From an optimization exercise on the open Yosys and OpenROAD flow, aimed at small area and a short achievable clock period; shortcuts taken in it are not production practice.
RTL that was checked went through simulation tests only; none was proved equivalent to the original.
Function not checked in run 2: the RTL went through the layout flow alone.
Power figures rest on the tool's default switching activity, not on a simulated workload.

### config.mk
export PLATFORM = sky130hd
export DESIGN_NAME = osd_text_overlay
export DESIGN_NICKNAME = osd_text_overlay
export VERILOG_FILES = /design/flow/design.v
export SDC_FILE = /design/flow/constraint.sdc
export NUM_CORES = 4
export LEC_CHECK = 0
export CAP_MARGIN = 20
export CORE_MARGIN = 2
export CORE_UTILIZATION = 40
export SLEW_MARGIN = 20
### constraint.sdc
create_clock -name core_clock -period 4.0 [get_ports {clk}]
set_input_delay 0.8000 -clock core_clock [delete_from_list [all_inputs] [get_ports {clk}]]
set_output_delay 0.8000 -clock core_clock [all_outputs]
set_load 0.01 [all_outputs]
### design.v
`default_nettype none
module osd_text_overlay #(
  parameter logic [9:0]  X0       = 10'd32,
  parameter logic [8:0]  Y0       = 9'd96,
  parameter logic [14:0] FG_COLOR = 15'h7FE0
) (
  input  logic       clk,
  input  logic       res,
  input  logic       ce,
  input  logic [9:0] osd_hcnt,
  input  logic [8:0] osd_vcnt,
  input  logic       osd_paper,
  input  logic       osd_blink,
  input  logic [4:0] in_red,
  input  logic [4:0] in_grn,
  input  logic [4:0] in_blu,
  input  logic       wr,
  input  logic       ctrl_wr,
  input  logic [7:0] addr,
  input  logic [7:0] d,
  input  logic [7:0] font_data,
  output logic [9:0] font_addr,
  output logic [4:0] out_red,
  output logic [4:0] out_grn,
  output logic [4:0] out_blu,
  output logic       busy
);
  typedef enum logic [0:0] {IDLE = 1'b0, CLEAR = 1'b1} state_t;
  localparam logic [7:0] C_BLANK = 8'h20;
  logic [7:0] mem [0:255];
  logic [7:0] ram_rd_q;
  state_t     state_q, state_d;
  logic [7:0] cnt_q, cnt_d;
  logic       busy_q, busy_d;
  logic       en_q, en_d;
  logic        hit1_q, hit1_d;
  logic [2:0]  bit1_q, bit1_d;
  logic [2:0]  line1_q, line1_d;
  logic        blink1_q, blink1_d;
  logic [14:0] rgb1_q, rgb1_d;
  logic        hit2_q, hit2_d;
  logic [2:0]  bit2_q, bit2_d;
  logic        attr2_q, attr2_d;
  logic        blink2_q, blink2_d;
  logic [14:0] rgb2_q, rgb2_d;
  logic [9:0]  font_addr_q, font_addr_d;
  logic [14:0] out_q, out_d;
  logic [9:0] w_dx;
  logic [8:0] w_dy;
  logic       w_hit;
  logic [7:0] w_rd_addr;
  logic       w_mem_we;
  logic [7:0] w_mem_wa;
  logic [7:0] w_mem_wd;
  logic       w_pix_on;
  assign w_dx      = osd_hcnt - X0;
  assign w_dy      = osd_vcnt - Y0;
  assign w_hit     = osd_paper & en_q & (w_dx[9:8] == 2'b00) & (w_dy[8:6] == 3'b000);
  assign w_rd_addr = {w_dy[5:3], w_dx[7:3]};
  assign w_mem_we = busy_q | wr;
  assign w_mem_wa = busy_q ? cnt_q   : addr;
  assign w_mem_wd = busy_q ? C_BLANK : d;
  assign w_pix_on = font_data[3'd7 - bit2_q] ^ (attr2_q & blink2_q);
  always_ff @(posedge clk) begin
    if (w_mem_we) begin
      mem[w_mem_wa] <= w_mem_wd;
    end
    if (ce) begin
      ram_rd_q <= mem[w_rd_addr];
    end
  end
  always_comb begin
    state_d = state_q;
    cnt_d   = cnt_q;
    busy_d  = busy_q;
    en_d    = en_q;
    if (ctrl_wr) begin
      en_d = d[0];
    end
    case (state_q)
      IDLE: begin
        if (ctrl_wr && d[1]) begin
          state_d = CLEAR;
          cnt_d   = 8'd0;
          busy_d  = 1'b1;
        end
      end
      CLEAR: begin
        if (ctrl_wr && d[1]) begin
          cnt_d = 8'd0;
        end else if (cnt_q == 8'hFF) begin
          state_d = IDLE;
          busy_d  = 1'b0;
        end else begin
          cnt_d = cnt_q + 8'd1;
        end
      end
      default: begin
        state_d = IDLE;
        busy_d  = 1'b0;
      end
    endcase
  end
  always_comb begin
    hit1_d      = hit1_q;
    bit1_d      = bit1_q;
    line1_d     = line1_q;
    blink1_d    = blink1_q;
    rgb1_d      = rgb1_q;
    hit2_d      = hit2_q;
    bit2_d      = bit2_q;
    attr2_d     = attr2_q;
    blink2_d    = blink2_q;
    rgb2_d      = rgb2_q;
    font_addr_d = font_addr_q;
    out_d       = out_q;
    if (ce) begin
      hit1_d      = w_hit;
      bit1_d      = w_dx[2:0];
      line1_d     = w_dy[2:0];
      blink1_d    = osd_blink;
      rgb1_d      = {in_red, in_grn, in_blu};
      font_addr_d = {ram_rd_q[6:0], line1_q};
      attr2_d     = ram_rd_q[7];
      hit2_d      = hit1_q;
      bit2_d      = bit1_q;
      blink2_d    = blink1_q;
      rgb2_d      = rgb1_q;
      if (!hit2_q) begin
        out_d = rgb2_q;
      end else if (w_pix_on) begin
        out_d = FG_COLOR;
      end else begin
        out_d = {1'b0, rgb2_q[14:11], 1'b0, rgb2_q[9:6], 1'b0, rgb2_q[4:1]};
      end
    end
  end
  always_ff @(posedge clk or posedge res) begin
    if (res) begin
      state_q     <= IDLE;
      cnt_q       <= 8'd0;
      busy_q      <= 1'b0;
      en_q        <= 1'b0;
      hit1_q      <= 1'b0;
      bit1_q      <= 3'd0;
      line1_q     <= 3'd0;
      blink1_q    <= 1'b0;
      rgb1_q      <= 15'd0;
      hit2_q      <= 1'b0;
      bit2_q      <= 3'd0;
      attr2_q     <= 1'b0;
      blink2_q    <= 1'b0;
      rgb2_q      <= 15'd0;
      font_addr_q <= 10'd0;
      out_q       <= 15'd0;
    end else begin
      state_q     <= state_d;
      cnt_q       <= cnt_d;
      busy_q      <= busy_d;
      en_q        <= en_d;
      hit1_q      <= hit1_d;
      bit1_q      <= bit1_d;
      line1_q     <= line1_d;
      blink1_q    <= blink1_d;
      rgb1_q      <= rgb1_d;
      hit2_q      <= hit2_d;
      bit2_q      <= bit2_d;
      attr2_q     <= attr2_d;
      blink2_q    <= blink2_d;
      rgb2_q      <= rgb2_d;
      font_addr_q <= font_addr_d;
      out_q       <= out_d;
    end
  end
  assign font_addr = font_addr_q;
  assign out_red   = out_q[14:10];
  assign out_grn   = out_q[9:5];
  assign out_blu   = out_q[4:0];
  assign busy      = busy_q;
endmodule
`default_nettype wire
### run.sh
#!/bin/bash
# synth_recipe.tcl (not shown) runs the flow's synth.tcl, then flattens the netlist and writes it again
# the make line also repeats each setting of config.mk as NAME=value (left out here)
make -C /OpenROAD-flow-scripts/flow DESIGN_CONFIG=/design/flow/config.mk WORK_HOME=/design/flow/orfs CLKGATE_MAP_FILE= SYNTH_SCRIPT=/design/flow/synth_recipe.tcl finish
==> results of run 1 <==
[power by group through the flow]
stage | Sequential (W) | Clock (W) | Combinational (W)
2_1_floorplan | 0.0253 | 0 | 0.00163
3_3_place_gp | 0.0253 | 0 | 0.00304
3_5_place_dp | 0.0253 | 0 | 0.00307
4_1_cts | 0.0248 | 0.0201 | 0.00308
5_1_grt | 0.0248 | 0.0209 | 0.00322
6_report | 0.0248 | 0.0197 | 0.00306
[kinds of logic (layout without fill, tap and decap cells)]
family,after synthesis,in the layout,synth area share [%]
AND/OR/NAND/NOR,600,600,3.16
other,0,2,0
XOR/XNOR,6,6,0.0632
AO/OA/AOI/OAI,340,340,2.87
adder cells (fa/ha/maj),3,3,0.0451
buffers and inverters,253,1060,1.61
flip-flops,2136,2136,76.6
multiplexers,661,661,15.6
[state kept, by name (all words and copies together) (netlist names), 8 cells and up]
name         flops
cnt_q            8
font_addr_q     10
rgb2_q          15
rgb1_q          15
out_q           15
mem           2048
ram_rd_q         8
[final cells by class]
class / count / area share (%)
clock buffer: 244 / 5.58
inverter: 19 / 0.0740
multi-input combinational: 1610 / 18.6
sequential: 2136 / 65.0
clock inverter: 146 / 1.43
tap: 2704 / 3.45
antenna: 2 / 0.00510
timing repair buffer: 651 / 5.87
[per-stage QoR]
step                       TNS, ns  setup slack [ns]  cells  instance area, um^2  hold slack, ns
final                            0             0.336   7512                98000           0.387
after global routing             0             0.158   7512                98000           0.417
after CTS                        0             0.454   7510                98000           0.351
after detailed placement     -2.10            -0.454   7120                91200           0.481
after global placement       -1.91            -0.461   7120                91200           0.464
after floorplan           -2931.27             -1.64   3999                83200           0.449
[per-layer routing]
layer,up-vias,wire (um),GRT usage [%]
li1,17900,-,-
met1,23000,90400,29.0
met2,1893,107000,33.3
met3,329,18100,4.19
met4,6,6730,6.48
met5,-,34,0
[path summary, 6_finish.rpt]
check / startpoint / to / slack, ns / cells after the start
setup / recovery: osd_hcnt[6] / ram_rd_q[4] / 0.34 / 10
hold / removal: res / bit2_q[2] / 0.39 / 2
setup reg to reg: busy_q / mem[224][1] / 1.00 / 5
hold reg to reg: out_q[1] / out_q[1] / 0.50 / 1
max in group asynchronous: res / cnt_q[4] / 2.93 / 3
min in group core_clock: out_q[1] / out_q[1] / 0.50 / 1
[cell usage after synthesis, types with 23 or more instances]
master,number,share of area (%)
edfxtp_1,2056,74
mux4_2,502,14
nor2_1,298,1.3
nand2_1,125,0.56
clkbuf_1,117,0.53
mux2_2,81,1.1
dfrtp_1,80,2.4
mux2i_1,77,0.93
a22oi_1,67,0.60
a21oi_1,60,0.36
nand3_1,49,0.29
o22ai_1,39,0.29
buf_2,35,0.21
buf_6,32,0.43
nor4_1,32,0.24
buf_4,26,0.23
nor3_1,25,0.15
o21ai_0,24,0.14
buf_1,23,0.10
==> summary.txt, run 1 <==
* Status: no timing/DRC/antenna violations
* H-Tree Depth at 4
* Cell repeated most along the worst path: nor4_1
* Pre-antenna DRT Iters at 5
* Static leakage at 31.6 nW
* Crit. End Element: register
* Via Count at 43100
* Yosys warns at 1
* Clock power share at 41.4%
* CTS tree: done
* FMAX at 0.273 GHz
* Cell variety after synth at 64
* TritonCTS buffer count at 212
* Avg Cell Area, Syn at 20.8 um^2
* Die ar. at 212000 um^2
* Psw at 0.0105 W
* Core Util, Final at 47.4%
* Layout filler cell count at 17100
* Initial DRC Count at 5132
* Worst-path clk slew at 0.06 ns
* Maximum number of pins on one net before global-route repair at 164
* CTS root buffer: clkbuf_16
* P_int at 0.0370 W
* Ports at 91
* Total Routed Length at 222000 um
* CP top delay family: buffers and inverters
* Latest clock arrival within the worst-skew pair at 0.86 ns
* Unrepaired setup endpoints after global routing: no
* Share of power burned in registers at 52.1%
* Design Power at 0.0476 W
* First-pass GRT wire length at 317000 um
* Max VDD drop at 0.000441 V
* Clock Skew at 0.0478 ns
* Die Height at 460 um
* NumNets Final at 4698
* Worst path max stage delay at 0.77 ns
* Top_reg_cell synth: edfxtp_1
* Seq/Total Area, Yosys at 76.6%
* CP required at 4.56 ns
* FF+latch count, synth at 2136
* Number of flops mapped to enable cells by yosys at 2056
* CP max stage cell: nor4_1
* Die width at 460 um
* Initial antenna violation count at 8
* Period Utilization, post-route at 91.6%
* Worst Path Arrival at 4.22 ns
* PD cells at 485 nW/um^2
* Post-Synthesis Cells at 3999
* Async set-reset flop share out of synthesis at 3.75%
* Setup repair bufs after CTS at 0
* Post-CTS Hold Fix Bufs at 0
* Drt wl/cell at 29.5 um
* Gpl congestion at 0.870
* Dpl hpwl at 143000 um
* Detailed-route vias per instance at 5.73
* DRC Markers at 0
* Final antenna-violating net count at 0
* Worst setup SP type: input port
* Total of max-cap violations at 0
* Initial cell density of the core at 40.2%
* Worst Path Max Fanout at 26
* Post-CTS Resized at 0
* Slew Viols, Final at 0
* Share of post-route cells with drive strength above 1 at 30.7%
* Comb power frac at 6.4%
* Area of the multi-input gates at 18200 um^2
* Tot GR Track Use at 20.9%
* Commonest non-fill, non-tap cell in the layout: edfxtp_1
* Final setup fails at 0
* Commonest cells after routing, fill and taps aside: 2056 x edfxtp_1, 511 x buf_4, 502 x mux4_2, 297 x nor2_1, 214 x clkbuf_16
* HP Class: in -> async
* Worst slew margin at 29.2%
* Core box area at 207000 um^2
* Rows at 167
* Worst-margin pin slew at 1.03 ns
* Final Hold Viols at 0
* Remaining Overflow, GRT at 0
* Crit path cell chain: clkdlybuf4s50_1, inv_1, ha_4, xor2_4, buf_12, buf_4, mux2i_1, o22ai_1, nor4_1, nor4_1
* Min Tclk post-route at 3.66 ns
* Switch share at 22.1%
* Register area at 63700 um^2
* Syn Std Cell Area at 83200 um^2
* PortBufs at 90
* Vias in the first global route at 42800
* Clk buf depth at 3
* Clk sink count at 2136
* Buf/Inv on CP at 4
* Crit Path Class: in -> reg
* Area delta synth->final at 17.9%
* Post-synth net total at 4067
==> run 2, diff against run 1 <==
==> design.v (replaced) <==
`default_nettype none
module osd_text_overlay #(
  parameter logic [9:0]  X0       = 10'd32,
  parameter logic [8:0]  Y0       = 9'd96,
  parameter logic [14:0] FG_COLOR = 15'h7FE0
) (
  input  logic       clk,
  input  logic       res,
  input  logic       ce,
  input  logic [9:0] osd_hcnt,
  input  logic [8:0] osd_vcnt,
  input  logic       osd_paper,
  input  logic       osd_blink,
  input  logic [4:0] in_red,
  input  logic [4:0] in_grn,
  input  logic [4:0] in_blu,
  input  logic       wr,
  input  logic       ctrl_wr,
  input  logic [7:0] addr,
  input  logic [7:0] d,
  input  logic [7:0] font_data,
  output logic [9:0] font_addr,
  output logic [4:0] out_red,
  output logic [4:0] out_grn,
  output logic [4:0] out_blu,
  output logic       busy
);
  localparam int KA = 6;               
  localparam int NG = 1 << (8 - KA);   
  localparam logic [7:0] C_BLANK = 8'h20;
  function automatic logic [7:0] phys(input logic [7:0] a);
    phys = {a[4:2] + 3'd1, a[1:0], ~a[7], a[6:5]};
  endfunction
  logic [7:0] mem [0:255];
  logic       busy_q, en_q;
  logic [7:0] cnt_q;
  logic       wb_we_q;
  logic [7:0] wb_pa_q;
  logic [7:0] wb_d_q;
  logic [7:0]      part_q [0:NG-1];
  logic [7-KA:0]   rhi_q;
  logic            byp_q;
  logic [7:0]      byp_d_q;
  logic        hit1_q, blink1_q;
  logic [2:0]  bit1_q, line1_q;
  logic [14:0] rgb1_q;
  logic        hit2_q, inv2_q;
  logic [7:0]  sel2_q;
  logic [14:0] rgb2_q;
  logic [9:0]  font_addr_q;
  logic [14:0] out_q;
  logic [9:0] w_dx;
  logic [8:0] w_dy;
  logic       w_hit;
  logic [7:0] w_pa;
  logic [7:0] w_c;
  logic       w_raw;
  logic [14:0] w_dim, w_on, w_off;
  assign w_dx  = osd_hcnt - X0;
  assign w_dy  = osd_vcnt - Y0;
  assign w_hit = osd_paper & en_q & (w_dx[9:8] == 2'b00) & (w_dy[8:6] == 3'b000);
  assign w_pa  = {osd_hcnt[7:3], osd_vcnt[5:3]};
  always_ff @(posedge clk) begin
    wb_we_q <= busy_q | wr;
    wb_pa_q <= phys(busy_q ? cnt_q : addr);
    wb_d_q  <= busy_q ? C_BLANK : d;
    if (wb_we_q) begin
      mem[wb_pa_q] <= wb_d_q;
    end
    if (ce) begin
      for (int g = 0; g < NG; g++) begin
        part_q[g] <= mem[{g[7-KA:0], w_pa[KA-1:0]}];
      end
      rhi_q   <= w_pa[7:KA];
      byp_q   <= wb_we_q & (wb_pa_q == w_pa);
      byp_d_q <= wb_d_q;
    end
  end
  assign w_c = byp_q ? byp_d_q : part_q[rhi_q];
  always_ff @(posedge clk or posedge res) begin
    if (res) begin
      busy_q <= 1'b0;
      cnt_q  <= 8'd0;
      en_q   <= 1'b0;
    end else begin
      if (ctrl_wr) begin
        en_q <= d[0];
      end
      if (ctrl_wr && d[1]) begin
        busy_q <= 1'b1;
        cnt_q  <= 8'd0;
      end else if (busy_q) begin
        if (cnt_q == 8'hFF) begin
          busy_q <= 1'b0;
        end
        cnt_q <= cnt_q + 8'd1;
      end
    end
  end
  assign w_raw = |(font_data & sel2_q);
  assign w_dim = {1'b0, rgb2_q[14:11], 1'b0, rgb2_q[9:6], 1'b0, rgb2_q[4:1]};
  assign w_on  = !hit2_q ? rgb2_q : (inv2_q ? w_dim : FG_COLOR);
  assign w_off = !hit2_q ? rgb2_q : (inv2_q ? FG_COLOR : w_dim);
  always_ff @(posedge clk or posedge res) begin
    if (res) begin
      hit1_q      <= 1'b0;
      bit1_q      <= 3'd0;
      line1_q     <= 3'd0;
      blink1_q    <= 1'b0;
      rgb1_q      <= 15'd0;
      hit2_q      <= 1'b0;
      sel2_q      <= 8'h80;
      inv2_q      <= 1'b0;
      rgb2_q      <= 15'd0;
      font_addr_q <= 10'd0;
      out_q       <= 15'd0;
    end else if (ce) begin
      hit1_q      <= w_hit;
      bit1_q      <= w_dx[2:0];
      line1_q     <= w_dy[2:0];
      blink1_q    <= osd_blink;
      rgb1_q      <= {in_red, in_grn, in_blu};
      font_addr_q <= {w_c[6:0], line1_q};
      inv2_q      <= w_c[7] & blink1_q;
      hit2_q      <= hit1_q;
      sel2_q      <= 8'h80 >> bit1_q;
      rgb2_q      <= rgb1_q;
      out_q       <= w_raw ? w_on : w_off;
    end
  end
  assign font_addr = font_addr_q;
  assign out_red   = out_q[14:10];
  assign out_grn   = out_q[9:5];
  assign out_blu   = out_q[4:0];
  assign busy      = busy_q;
endmodule
`default_nettype wire
==> summary.txt, run 2 <==
* R2R depth at 5 (unchanged)
* Syn Std Cell Area at 85000 um^2 (+2.2%)
* Final Hold Viols at 0 (unchanged)
* Core box area at 212000 um^2 (+2.3%)
* Comb power frac at 6.1% (-0.3 points)
* Clk sink count at 2191 (+2.6%)
* Die Height at 465 um (+1.1%)
* Initial antenna violation count at 6 (-2)
* Min Tclk post-route at 3.26 ns (-0.404 ns)
* Via Count at 43000 (-0.077%)
* CP top delay family: simple AND/OR/NAND/NOR gates
* Psw at 0.0106 W (+0.63%)
* Status: no timing/DRC/antenna violations
* Area delta synth->final at 15.6%
* Top post-synthesis cells by area: edfxtp_1 74%, mux4_2 13%, mux2i_1 2.6%, dfrtp_1 2.4%, nor2_1 1.4%
* Worst-margin pin slew at 1.07 ns (+0.0392 ns)
* Commonest cells after routing, fill and taps aside: 2091 x edfxtp_1, 482 x mux4_2, 308 x buf_4, 305 x nor2_1, 219 x clkbuf_16
* Max VDD drop at 0.000481 V (+9.0%)
* Die ar. at 216000 um^2 (+2.2%)
* Biggest register: mem
* Post-CTS Resized at 0 (unchanged)
* Share of power burned in registers at 52.7% (+0.6 points)
* Worst setup SP type: register
* TritonCTS buffer count at 216 (+1.9%)
* Most numerous cell in the Yosys netlist: edfxtp_1
* Crit path cell chain: nand2b_1, nor2_1, nand3_2, buf_4, nor2_1
* Static leakage at 32.0 nW (+1.2%)
* Tot GR Track Use at 20.7% (-0.20 points)
* CTS root buffer: clkbuf_16
* Top_reg_cell synth: edfxtp_1
* Crit Path Class: reg -> reg
* First-pass GRT wire length at 321000 um (+1.1%)
* HP Class: in -> async
* Worst slew margin at 28.4% (-0.83 points)
* Final antenna-violating net count at 0 (unchanged)
* Buf/Inv on CP at 1 (-3)
* Clock Skew at 0.0435 ns (-0.00429 ns)
* Reg-to-Reg End: mem[59][3]
* Synth cell count leaders: 2091 x edfxtp_1, 482 x mux4_2, 307 x nor2_1
* PortBufs at 90 (unchanged)
* Post-Synthesis Cells at 4088 (+2.2%)
* Seq/Total Area, Yosys at 76.7% (+0.097 points)
* Total of max-cap violations at 0 (unchanged)
* Remaining Overflow, GRT at 0 (unchanged)
* Period Utilization, post-route at 81.5% (-10 points)
* Crit. End Element: register
* CTS tree: done
* Final setup fails at 0 (unchanged)
* Rows at 169 (+1.2%)
* Detailed-route vias per instance at 5.74 (+0.12%)
* Initial DRC Count at 5204 (+1.4%)
* Worst Path Max Fanout at 9 (-65%)
* Max reg flops at 2048 (unchanged)
* Switch share at 22.0% (-0.12 points)
* Avg Cell Area, Syn at 20.8 um^2 (about the same)
* Yosys warns at 2 (+1)
* Commonest non-fill, non-tap cell in the layout: edfxtp_1
* Ports at 91 (unchanged)
* Top-area cell type share of the netlist area at 73.9% (-0.34 points)
* Vias in the first global route at 42900 (+0.098%)
* Async set-reset flop share out of synthesis at 3.79% (+0.043 points)
* Design Power at 0.0481 W (+1.2%)
* FF+latch count, synth at 2191 (+2.6%)
* Initial cell density of the core at 40.2% (-0.058 points)
* Pre-antenna DRT Iters at 6 (+1)
* Drt wl/cell at 30.0 um (+1.6%)
* Synth area leader: edfxtp_1
* Final hold slack at 0.393 ns (+0.00567 ns)
* Cell repeated most along the worst path: nor2_1
* CP required at 4.48 ns (-0.08 ns)
* Flop-to-flop setup slack at 0.74 ns (-0.26 ns)
* Top Registers: mem x2048, part_q x32
* Worst-path clk slew at 0.06 ns (about the same)
* Worst path max stage delay at 0.72 ns (-0.05 ns)
* PD cells at 490 nW/um^2 (+0.96%)
* Latest clock arrival within the worst-skew pair at 0.87 ns (about the same)
* Gpl congestion at 0.847 (-2.7%)
* CP max stage cell: nor2_1
* Share of post-route cells with drive strength above 1 at 25.9% (-4.8 points)
* Die width at 465 um (+1.1%)
* Post-synth net total at 4156 (+2.2%)
* FMAX at 0.307 GHz (+12%)
* H-Tree Depth at 4 (unchanged)
* Reg2reg start: wb_pa_q[3]
* NumNets Final at 4572 (-2.7%)
* Slew Viols, Final at 0 (unchanged)
* Dpl hpwl at 143000 um (-0.48%)
* Clk buf depth at 3 (unchanged)
* Maximum number of pins on one net before global-route repair at 153 (-6.7%)
* Cell variety after synth at 55 (-14%)
* Total Routed Length at 225000 um (+1.4%)
* Post-CTS Hold Fix Bufs at 0 (unchanged)
* Worst Path Arrival at 3.74 ns (-0.48 ns)
* P_int at 0.0376 W (+1.4%)
* Number of flops mapped to enable cells by yosys at 2091 (+1.7%)
* Unrepaired setup endpoints after global routing: no
* Clock power share at 41.1% (-0.3 points)
* DRC Markers at 0 (unchanged)
* Setup repair bufs after CTS at 0 (unchanged)
## run 2: cell types whose count changed after synthesis, sizes merged, moves of 15 or more
cell    change
a22oi      +23
nor2b      +27
a21oi      -15
buf        +20
dfxtp      +17
nor4       -31
edfxtp     +35
mux4       -20
mux2       -34
o22ai      -19
a21o       +16
nand2      -51
mux2i     +140
## run 2: how the worst max path moves through the flow
stage,slack [ns],cells past startpoint,to,start
after floorplan,1.06,1,bit1_q[0],res
after global placement,-0.08,9,part_q[2][7],osd_vcnt[3]
after detailed placement,0.29,9,part_q[2][7],osd_vcnt[3]
after CTS,0.72,1,busy,busy_q
after global routing,0.65,1,busy,busy_q
final,0.74,5,mem[59][3],wb_pa_q[3]
## run 2: metrics by stage
stage	setup TNS, ns	instance area [um^2]	std cells	setup slack (ns)	utilization [%]
floorplan	0	85000	4088	1.06	-
global placement	-0.0836	91400	7107	-0.0836	43.2
detailed placement	0	91400	7107	0.290	43.2
CTS	0	98300	7496	0.725	46.4
global route	0	98300	7496	0.653	46.4
finish	0	98300	7497	0.740	46.4
## run 2: cell families (layout without fill, tap and decap cells)
logic type	count (synthesis)	in the layout	synth area share [%]
flops	2191	2191	76.7
mux	747	747	16.0
simple gates	552	552	2.84
compound gates	326	326	2.74
buf+inv	251	838	1.50
xor+xnor	18	18	0.185
fa+ha+maj	3	3	0.0442
other cells	0	1	0
## run 2: layout make-up
type / instances / area, um^2
Inverter: 11 / 42.5
Clock buffer: 264 / 5680
Fill cell: 17400 / 113000
Clock inverter: 125 / 1180
Tap cell: 2821 / 3530
Multi-Input combinational cell: 1646 / 18600
Antenna cell: 1 / 2.50
Sequential cell: 2191 / 65200
Timing Repair Buffer: 438 / 4040
## run 2: per-layer routing
layer | routed length, um | global-route usage [%] | vias up | part of all wire, %
met4 | 8220 | 7.42 | 0 | 3.7
met2 | 105000 | 32.0 | 1913 | 47
met3 | 19900 | 4.56 | 356 | 8.9
met1 | 91800 | 28.9 | 23000 | 41
met5 | 0 | 0 | - | 0
li1 | - | - | 17700 | -
## run 2: worst register-to-register path, delay by kind of cell, from the launching register on
family | cells | cell delay [ns]
and+or+nand+nor | 4 | 1.88
buffers and inverters | 1 | 0.45
DFF | 1 | 0.55
## run 2: power by group through the flow
stage / Sequential (W) / Clock, W / Combinational, W
finish: 0.0254 / 0.0198 / 0.00296
global route: 0.0254 / 0.0209 / 0.00310
CTS: 0.0254 / 0.0201 / 0.00297
detailed placement: 0.0258 / 0 / 0.00296
global placement: 0.0258 / 0 / 0.00294
floorplan: 0.0257 / 0 / 0.00174

==> re-timing with driven ports <==
Ports are ideal in the flow. The routed layouts listed here were re-timed in OpenROAD. Step 1: set_driving_cell puts a clkbuf_16 on clk and a buf_2 on each other input, an assumption about the parent block. Step 2, shift: input delay + t, output delay - t, t = (earliest + latest rising clock arrival at the registers) / 2. This alone moves slack from input paths to output paths. Slacks: no drivers / after step 1 / after step 2; pairs: no drivers / after step 1.
run | shift t [ns] | setup slack, ns | hold WS [ns] | clock arrival spread, ns | worst slew at a driven data input, ns
run 1 | 0.918 | 0.336 / 0.393 / -0.526 | 0.387 / 0.333 / 0.495 | 0.052 / 0.053 | 0.24
run 2 | 0.936 | 0.740 / 0.703 / 0.273 | 0.393 / 0.323 / 0.478 | 0.047 / 0.048 | 0.07
With both steps, setup timing fails in run 1, where it was met with ideal ports. The setup slack of run 1, which loses most, moves by +0.057 ns with the drivers and by -0.862 ns with both steps.
